Context: an optimization exercise on an open-source flow, tuned for small area and few clock cycles per item. The choices shown serve that exercise and are no tape-out recipe. The RTL was checked by simulation tests, not by an equivalence proof against the original design. Power figures rest on the tool's default switching activity, not on a simulated workload.

Setup of v6:
==> flow/design.v <==
package vtrs_pkg;
  localparam logic [7:0] CH_SLASH = 8'h2F;
  localparam logic [7:0] CH_COLON = 8'h3A;
  localparam logic [7:0] CH_QUOTE = 8'h27;
  localparam logic [7:0] CH_SPACE = 8'h20;
  localparam logic [7:0] CH_TAB   = 8'h09;
  localparam logic [7:0] CH_LF    = 8'h0A;
  localparam logic [7:0] CH_CR    = 8'h0D;
  localparam logic [7:0] CH_ZERO  = 8'h30;
  localparam logic [7:0] CH_NINE  = 8'h39;
endpackage
module vtrs_ring #(
  parameter int TAP_SH = 3
) (
  input  logic       clk_i,
  input  logic       wr_i,
  input  logic [7:0] byte_i,
  input  logic [4:0] rd_pos_i,
  output logic [7:0] rd_byte_o
);
  localparam logic [4:0] TapMask = 5'h1F << TAP_SH;
  logic [30:0][7:0] ring_q;
  always_ff @(posedge clk_i) begin
    ring_q <= {ring_q[29:0], wr_i ? byte_i : ring_q[30]};
  end
  assign rd_byte_o = ring_q[rd_pos_i & TapMask];
endmodule
module view_tag_record_scanner #(
  parameter int TAP_SH = 3
) (
  input  logic        clk_i,
  input  logic        rst_ni,
  input  logic        in_valid_i,
  output logic        in_ready_o,
  input  logic [7:0]  in_text_byte_i,
  input  logic        in_end_of_data_i,
  output logic        out_valid_o,
  input  logic        out_ready_i,
  output logic [1:0]  out_item_kind_o,
  output logic [7:0]  out_char_code_o,
  output logic [31:0] out_channel_o,
  output logic        out_is_signed_o,
  output logic        out_is_integer_o,
  output logic        out_last_o
);
  localparam logic [3:0] S_IDLE  = 4'd0;
  localparam logic [3:0] S_T1    = 4'd1;
  localparam logic [3:0] S_T2    = 4'd2;
  localparam logic [3:0] S_T3    = 4'd3;
  localparam logic [3:0] S_T4    = 4'd4;
  localparam logic [3:0] S_T5    = 4'd5;
  localparam logic [3:0] S_T6    = 4'd6;
  localparam logic [3:0] S_SL    = 4'd7;
  localparam logic [3:0] S_COLON = 4'd8;
  localparam logic [3:0] S_NAME  = 4'd9;
  localparam logic [3:0] S_SKA   = 4'd10;   
  localparam logic [3:0] S_SKN   = 4'd11;   
  localparam logic [3:0] S_SK2   = 4'd12;   
  localparam logic [3:0] S_PARAM = 4'd13;
  localparam logic [3:0] S_NUM   = 4'd14;
  logic [7:0] b;
  assign b = in_text_byte_i;
  logic [3:0]  st_q;
  logic        sgn_q, intg_q;
  logic [4:0]  nlen_q, nfpos_q, plen_q, pfpos_q;
  logic        nstop_q, pstop_q;
  logic [31:0] acc_q;
  logic        bad_q, nz_q;
  logic        fv_q, fk1_q, fk0_q;
  logic [4:0]  fpos_q, fcnt_q;
  logic        fsgn_q, fintg_q;
  logic        ov_q, ok1_q, ok0_q;
  logic [7:0]  ochar_q;
  logic is_quote, is_sep, is_digit, is_zero, let_ok;
  logic [7:0] lc, exp_let;
  assign is_quote = b == vtrs_pkg::CH_QUOTE;
  assign is_sep   = is_quote || (b == vtrs_pkg::CH_SPACE) || (b == vtrs_pkg::CH_TAB) ||
                    (b == vtrs_pkg::CH_LF) || (b == vtrs_pkg::CH_CR);
  assign is_digit = (b >= vtrs_pkg::CH_ZERO) && (b <= vtrs_pkg::CH_NINE);
  assign is_zero  = b == 8'h00;
  assign lc       = b | 8'h20;
  always_comb begin
    unique case (st_q[2:0])
      3'd1:    exp_let = intg_q ? 8'h6F : 8'h69;
      3'd2:    exp_let = intg_q ? 8'h6E : (sgn_q ? 8'h67 : 8'h65);
      3'd3:    exp_let = intg_q ? 8'h74 : (sgn_q ? 8'h6E : 8'h77);
      3'd4:    exp_let = 8'h72;
      3'd5:    exp_let = 8'h6F;
      default: exp_let = 8'h6C;
    endcase
  end
  assign let_ok = lc == exp_let;
  localparam logic [4:0] TapLow = ~(5'h1F << TAP_SH);
  logic [4:0] fpos_rot, nfpos_rot, pfpos_rot;
  logic       f_name, f_param, coll, o_free, f_tap, load, o_end_go;
  assign fpos_rot  = (fpos_q == 5'd30) ? 5'd0 : fpos_q + 5'd1;
  assign nfpos_rot = (nfpos_q == 5'd30) ? 5'd0 : nfpos_q + 5'd1;
  assign pfpos_rot = (pfpos_q == 5'd30) ? 5'd0 : pfpos_q + 5'd1;
  assign f_name  = fv_q && !fk1_q && !fk0_q;
  assign f_param = fv_q && fk0_q;
  assign coll    = fpos_rot < fcnt_q;
  assign o_free  = !ov_q || out_ready_i;
  assign f_tap   = (fpos_q & TapLow) == 5'd0;
  assign load    = fv_q && o_free && (fk1_q || f_tap);
  assign o_end_go = ov_q && ok1_q && out_ready_i;
  logic rec_ok, n_take, p_take, n_wr, p_wr, hold, accept, start;
  assign rec_ok = (nlen_q != 5'd0) && !bad_q && nz_q;
  assign n_take = (st_q == S_NAME) && !is_sep && !nstop_q && !is_zero;
  assign p_take = (st_q == S_PARAM) && !is_sep && !pstop_q && !is_zero;
  always_comb begin
    hold = 1'b0;
    if (n_take) begin
      hold = ((nlen_q != 5'd0) && (nfpos_q + 5'd1 != nlen_q)) || (f_name && coll);
    end
    if (p_take) begin
      hold = ((plen_q != 5'd0) && (pfpos_q + 5'd1 != plen_q)) || (f_param && coll);
    end
    if ((st_q == S_SKA) && is_quote && !intg_q && f_name) begin
      hold = 1'b1;
    end
    if ((st_q == S_NUM) && (is_digit || is_quote) && (fv_q || ov_q)) begin
      hold = 1'b1;
    end
  end
  assign in_ready_o = !hold;
  assign accept = in_valid_i && !hold;
  assign n_wr   = accept && n_take;
  assign p_wr   = accept && p_take;
  assign start  = accept && (st_q == S_NUM) && is_quote && rec_ok;
  logic [35:0] acc_next;
  logic [1:0]  half_lo;
  logic [34:0] acc5;
  assign half_lo  = b[3] ? 2'b11 : b[2:1];
  assign acc5     = {1'b0, acc_q, half_lo} + {3'b000, acc_q} + {34'd0, b[3]};
  assign acc_next = {acc5, b[0]};
  always_ff @(posedge clk_i or negedge rst_ni) begin
    if (!rst_ni) begin
      st_q <= S_IDLE;
    end else if (accept) begin
      if (in_end_of_data_i) begin
        st_q <= S_IDLE;
      end else begin
        unique case (st_q)
          S_IDLE:  st_q <= (b == vtrs_pkg::CH_SLASH) ? S_SL : S_IDLE;
          S_SL:    st_q <= ((lc == 8'h76) || (lc == 8'h73) || (lc == 8'h63)) ? S_T1 : S_IDLE;
          S_COLON: st_q <= (b == vtrs_pkg::CH_COLON) ? S_NAME : S_IDLE;
          S_NAME:  st_q <= is_sep ? S_SKA : S_NAME;
          S_SKA:   st_q <= !is_quote ? S_SKA : (intg_q ? S_NUM : S_PARAM);
          S_PARAM: st_q <= !is_sep ? S_PARAM : (is_quote ? S_SKN : S_SK2);
          S_SK2:   st_q <= is_quote ? S_SKN : S_SK2;
          S_SKN:   st_q <= is_quote ? S_NUM : S_SKN;
          S_NUM:   st_q <= is_quote ? S_IDLE : S_NUM;
          default: begin
            if (!let_ok) begin
              st_q <= S_IDLE;
            end else if (intg_q ? (st_q[2:0] == 3'd6) : (st_q[2:0] == 3'd3)) begin
              st_q <= S_COLON;
            end else begin
              st_q <= st_q + 4'd1;
            end
          end
        endcase
      end
    end
  end
  always_ff @(posedge clk_i) begin
    if (accept && (st_q == S_SL)) begin
      sgn_q  <= lc == 8'h73;
      intg_q <= lc == 8'h63;
    end
    if (st_q == S_COLON) begin
      nlen_q  <= 5'd0;
      nstop_q <= 1'b0;
    end else if (accept && n_take) begin
      nlen_q  <= nlen_q + 5'd1;
      nstop_q <= nlen_q == 5'd30;
    end else if (accept && (st_q == S_NAME) && is_zero) begin
      nstop_q <= 1'b1;
    end
    nfpos_q <= (n_wr && (nlen_q == 5'd0)) ? 5'd0 : nfpos_rot;
    if (accept && (st_q == S_SKA) && is_quote && !intg_q) begin
      plen_q  <= 5'd0;
      pstop_q <= 1'b0;
    end else if (accept && p_take) begin
      plen_q  <= plen_q + 5'd1;
      pstop_q <= plen_q == 5'd30;
    end else if (accept && (st_q == S_PARAM) && is_zero) begin
      pstop_q <= 1'b1;
    end
    pfpos_q <= (p_wr && (plen_q == 5'd0)) ? 5'd0 : pfpos_rot;
    if ((!fv_q && !ov_q && (st_q != S_NUM)) || o_end_go) begin
      acc_q <= 32'd0;
      nz_q  <= 1'b0;
    end else if (accept && (st_q == S_NUM) && is_digit) begin
      acc_q <= acc_next[31:0];
      nz_q  <= nz_q || (b[3:0] != 4'd0);
    end
    if (st_q != S_NUM) begin
      bad_q <= 1'b0;
    end else if (accept && !is_quote && (!is_digit || (acc_next[35:32] != 4'd0))) begin
      bad_q <= 1'b1;
    end
  end
  logic [7:0] n_byte, p_byte;
  vtrs_ring #(
    .TAP_SH (TAP_SH)
  ) u_name (
    .clk_i     (clk_i),
    .wr_i      (n_wr),
    .byte_i    (b),
    .rd_pos_i  (fpos_q),
    .rd_byte_o (n_byte)
  );
  vtrs_ring #(
    .TAP_SH (TAP_SH)
  ) u_param (
    .clk_i     (clk_i),
    .wr_i      (p_wr),
    .byte_i    (b),
    .rd_pos_i  (fpos_q),
    .rd_byte_o (p_byte)
  );
  always_ff @(posedge clk_i or negedge rst_ni) begin
    if (!rst_ni) begin
      fv_q <= 1'b0;
    end else if (start) begin
      fv_q <= 1'b1;
    end else if (load && fk1_q) begin
      fv_q <= 1'b0;
    end
  end
  always_ff @(posedge clk_i) begin
    if (start) begin
      fk1_q   <= 1'b0;
      fk0_q   <= 1'b0;
      fpos_q  <= nfpos_rot;
      fcnt_q  <= nlen_q;
      fsgn_q  <= sgn_q;
      fintg_q <= intg_q;
    end else if (load) begin
      if (fcnt_q != 5'd1) begin
        fcnt_q <= fcnt_q - 5'd1;
      end else if (!fk0_q && !fintg_q && (plen_q != 5'd0)) begin
        fk0_q  <= 1'b1;
        fpos_q <= pfpos_rot;
        fcnt_q <= plen_q;
      end else begin
        fk1_q <= 1'b1;
        fk0_q <= 1'b0;
      end
    end else begin
      fpos_q <= fpos_rot;
    end
  end
  always_ff @(posedge clk_i or negedge rst_ni) begin
    if (!rst_ni) begin
      ov_q <= 1'b0;
    end else if (load) begin
      ov_q <= 1'b1;
    end else if (out_ready_i) begin
      ov_q <= 1'b0;
    end
  end
  always_ff @(posedge clk_i) begin
    if (load) begin
      ok1_q   <= fk1_q;
      ok0_q   <= fk0_q;
      ochar_q <= fk1_q ? 8'h00 : (fk0_q ? p_byte : n_byte);
    end
  end
  assign out_valid_o      = ov_q;
  assign out_item_kind_o  = {ok1_q, ok0_q};
  assign out_char_code_o  = ochar_q;
  assign out_channel_o    = ok1_q ? acc_q : 32'd0;
  assign out_is_signed_o  = fsgn_q;
  assign out_is_integer_o = fintg_q;
  assign out_last_o       = ok1_q;
endmodule
clock: 5.0 ns
lec_check: 0
cap_margin: 20
core_margin: 2
core_utilization: 40
cts_cluster_diameter: 80
cts_cluster_size: 30
slew_margin: 20
standard.sh (not shown) runs the stock make flow with config.mk's settings and CLKGATE_MAP_FILE= SYNTH_SCRIPT=/design/flow/synth_recipe.tcl, a recipe that flattens the netlist after the stock synthesis.
==> flow/flow/run.sh <==
#!/bin/bash
# Standard layout, with clock tree synthesis told not to add dummy loads and
# the port buffers made with the smallest buffer cell.
# Each tool's full output stays in orfs/logs; make's own output goes to standard.log.
set -euo pipefail
bash standard.sh \
  CTS_ARGS="-sink_clustering_enable -repair_clock_nets -sink_clustering_size 30 -sink_clustering_max_diameter 80 -dont_use_dummy_load" \
  BUFFER_PORTS_ARGS="-buffer_cell sky130_fd_sc_hd__buf_1" \
  finish > standard.log 2>&1
Testbench counts of v6, summed over its fixed seeds: cycles 43,111, bytes 40,918.
> inputs changed (v6 -> v7)
--- a/flow/design.v
+++ b/flow/design.v
@@ -10,24 +10,31 @@
   localparam logic [7:0] CH_NINE  = 8'h39;
 endpackage
 module vtrs_ring #(
-  parameter int TAP_SH = 3
+  parameter int TAP0 = 0,
+  parameter int TAP1 = 8,
+  parameter int TAP2 = 16,
+  parameter int TAP3 = 24
 ) (
   input  logic       clk_i,
   input  logic       wr_i,
   input  logic [7:0] byte_i,
-  input  logic [4:0] rd_pos_i,
+  input  logic [1:0] rd_sel_i,
   output logic [7:0] rd_byte_o
 );
-  localparam logic [4:0] TapMask = 5'h1F << TAP_SH;
   logic [30:0][7:0] ring_q;
   always_ff @(posedge clk_i) begin
     ring_q <= {ring_q[29:0], wr_i ? byte_i : ring_q[30]};
   end
-  assign rd_byte_o = ring_q[rd_pos_i & TapMask];
+  always_comb begin
+    unique case (rd_sel_i)
+      2'd0:    rd_byte_o = ring_q[TAP0];
+      2'd1:    rd_byte_o = ring_q[TAP1];
+      2'd2:    rd_byte_o = ring_q[TAP2];
+      default: rd_byte_o = ring_q[TAP3];
+    endcase
+  end
 endmodule
-module view_tag_record_scanner #(
-  parameter int TAP_SH = 3
-) (
+module view_tag_record_scanner (
   input  logic        clk_i,
   input  logic        rst_ni,
   input  logic        in_valid_i,
@@ -90,7 +97,14 @@
     endcase
   end
   assign let_ok = lc == exp_let;
-  localparam logic [4:0] TapLow = ~(5'h1F << TAP_SH);
+  localparam logic [4:0] N_TAP0 = 5'd0;
+  localparam logic [4:0] N_TAP1 = 5'd8;
+  localparam logic [4:0] N_TAP2 = 5'd16;
+  localparam logic [4:0] N_TAP3 = 5'd24;
+  localparam logic [4:0] P_TAP0 = 5'd6;
+  localparam logic [4:0] P_TAP1 = 5'd14;
+  localparam logic [4:0] P_TAP2 = 5'd22;
+  localparam logic [4:0] P_TAP3 = 5'd29;
   logic [4:0] fpos_rot, nfpos_rot, pfpos_rot;
   logic       f_name, f_param, coll, o_free, f_tap, load, o_end_go;
   assign fpos_rot  = (fpos_q == 5'd30) ? 5'd0 : fpos_q + 5'd1;
@@ -100,7 +114,8 @@
   assign f_param = fv_q && fk0_q;
   assign coll    = fpos_rot < fcnt_q;
   assign o_free  = !ov_q || out_ready_i;
-  assign f_tap   = (fpos_q & TapLow) == 5'd0;
+  assign f_tap   = fk0_q ? (((fpos_q[2:0] == 3'd6) && (fpos_q[4:3] != 2'd3)) || (fpos_q == 5'd29))
+                         : (fpos_q[2:0] == 3'd0);
   assign load    = fv_q && o_free && (fk1_q || f_tap);
   assign o_end_go = ov_q && ok1_q && out_ready_i;
   logic rec_ok, n_take, p_take, n_wr, p_wr, hold, accept, start;
@@ -203,21 +218,27 @@
   end
   logic [7:0] n_byte, p_byte;
   vtrs_ring #(
-    .TAP_SH (TAP_SH)
+    .TAP0 (N_TAP0),
+    .TAP1 (N_TAP1),
+    .TAP2 (N_TAP2),
+    .TAP3 (N_TAP3)
   ) u_name (
     .clk_i     (clk_i),
     .wr_i      (n_wr),
     .byte_i    (b),
-    .rd_pos_i  (fpos_q),
+    .rd_sel_i  (fpos_q[4:3]),
     .rd_byte_o (n_byte)
   );
   vtrs_ring #(
-    .TAP_SH (TAP_SH)
+    .TAP0 (P_TAP0),
+    .TAP1 (P_TAP1),
+    .TAP2 (P_TAP2),
+    .TAP3 (P_TAP3)
   ) u_param (
     .clk_i     (clk_i),
     .wr_i      (p_wr),
     .byte_i    (b),
-    .rd_pos_i  (fpos_q),
+    .rd_sel_i  (fpos_q[4:3]),
     .rd_byte_o (p_byte)
   );
   always_ff @(posedge clk_i or negedge rst_ni) begin
- Both conditions hold for v7: the flow ran to the end and the final layout passed the timing, DRC and antenna checks.
- Delta (v7 minus v6): non-clock buffer count in the final layout shows an increase of 1.4%, combinational share of power shows a reduction of 4.7 points, filler cell count in the final layout shows a reduction of 0.35%, design area shows a reduction of 70 µm².
- Going from v6 to v7, sequential logic power went down by about 3%, final cell count saw a decrease, leakage power figure moved up, path length in cells of the critical path up 4, complex-gate fraction of the synthesized area shows a reduction of 0.30 points.
- v6 ended up with met2 as its peak-usage layer in the global routing report; v7 ended up with met1.
Testbench counts of v7, summed over its fixed seeds: cycles 42,523, bytes 40,918.

==> afterwards: timing with drivers on the ports <==
Ports are ideal in the flow. The routed layouts listed here were re-timed in OpenROAD. Step 1 (the two cells are an assumption about what drives the block):
set clk [get_ports {clk_i}]
set_driving_cell -lib_cell sky130_fd_sc_hd__clkbuf_16 $clk
set_driving_cell -lib_cell sky130_fd_sc_hd__buf_2 [delete_from_list [all_inputs] $clk]
Step 2, shift: input delay + t, output delay - t, t = (earliest + latest rising clock arrival at the registers) / 2. This alone moves slack from input paths to output paths. Slacks: ideal ports / drivers / drivers and shift; pairs: ideal ports / drivers.
run	t, ns	setup slack, ns	worst hold slack (ns)	worst slew at a driven data input, ns	cell pins on the clock port's net
v6	0.606	0.485 / 0.435 / 0.705	0.273 / 0.273 / 0.273	0.09	1
v7	0.613	0.554 / 0.499 / 0.615	0.278 / 0.278 / 0.278	0.06	1
After both steps setup and hold are still met in every run listed.
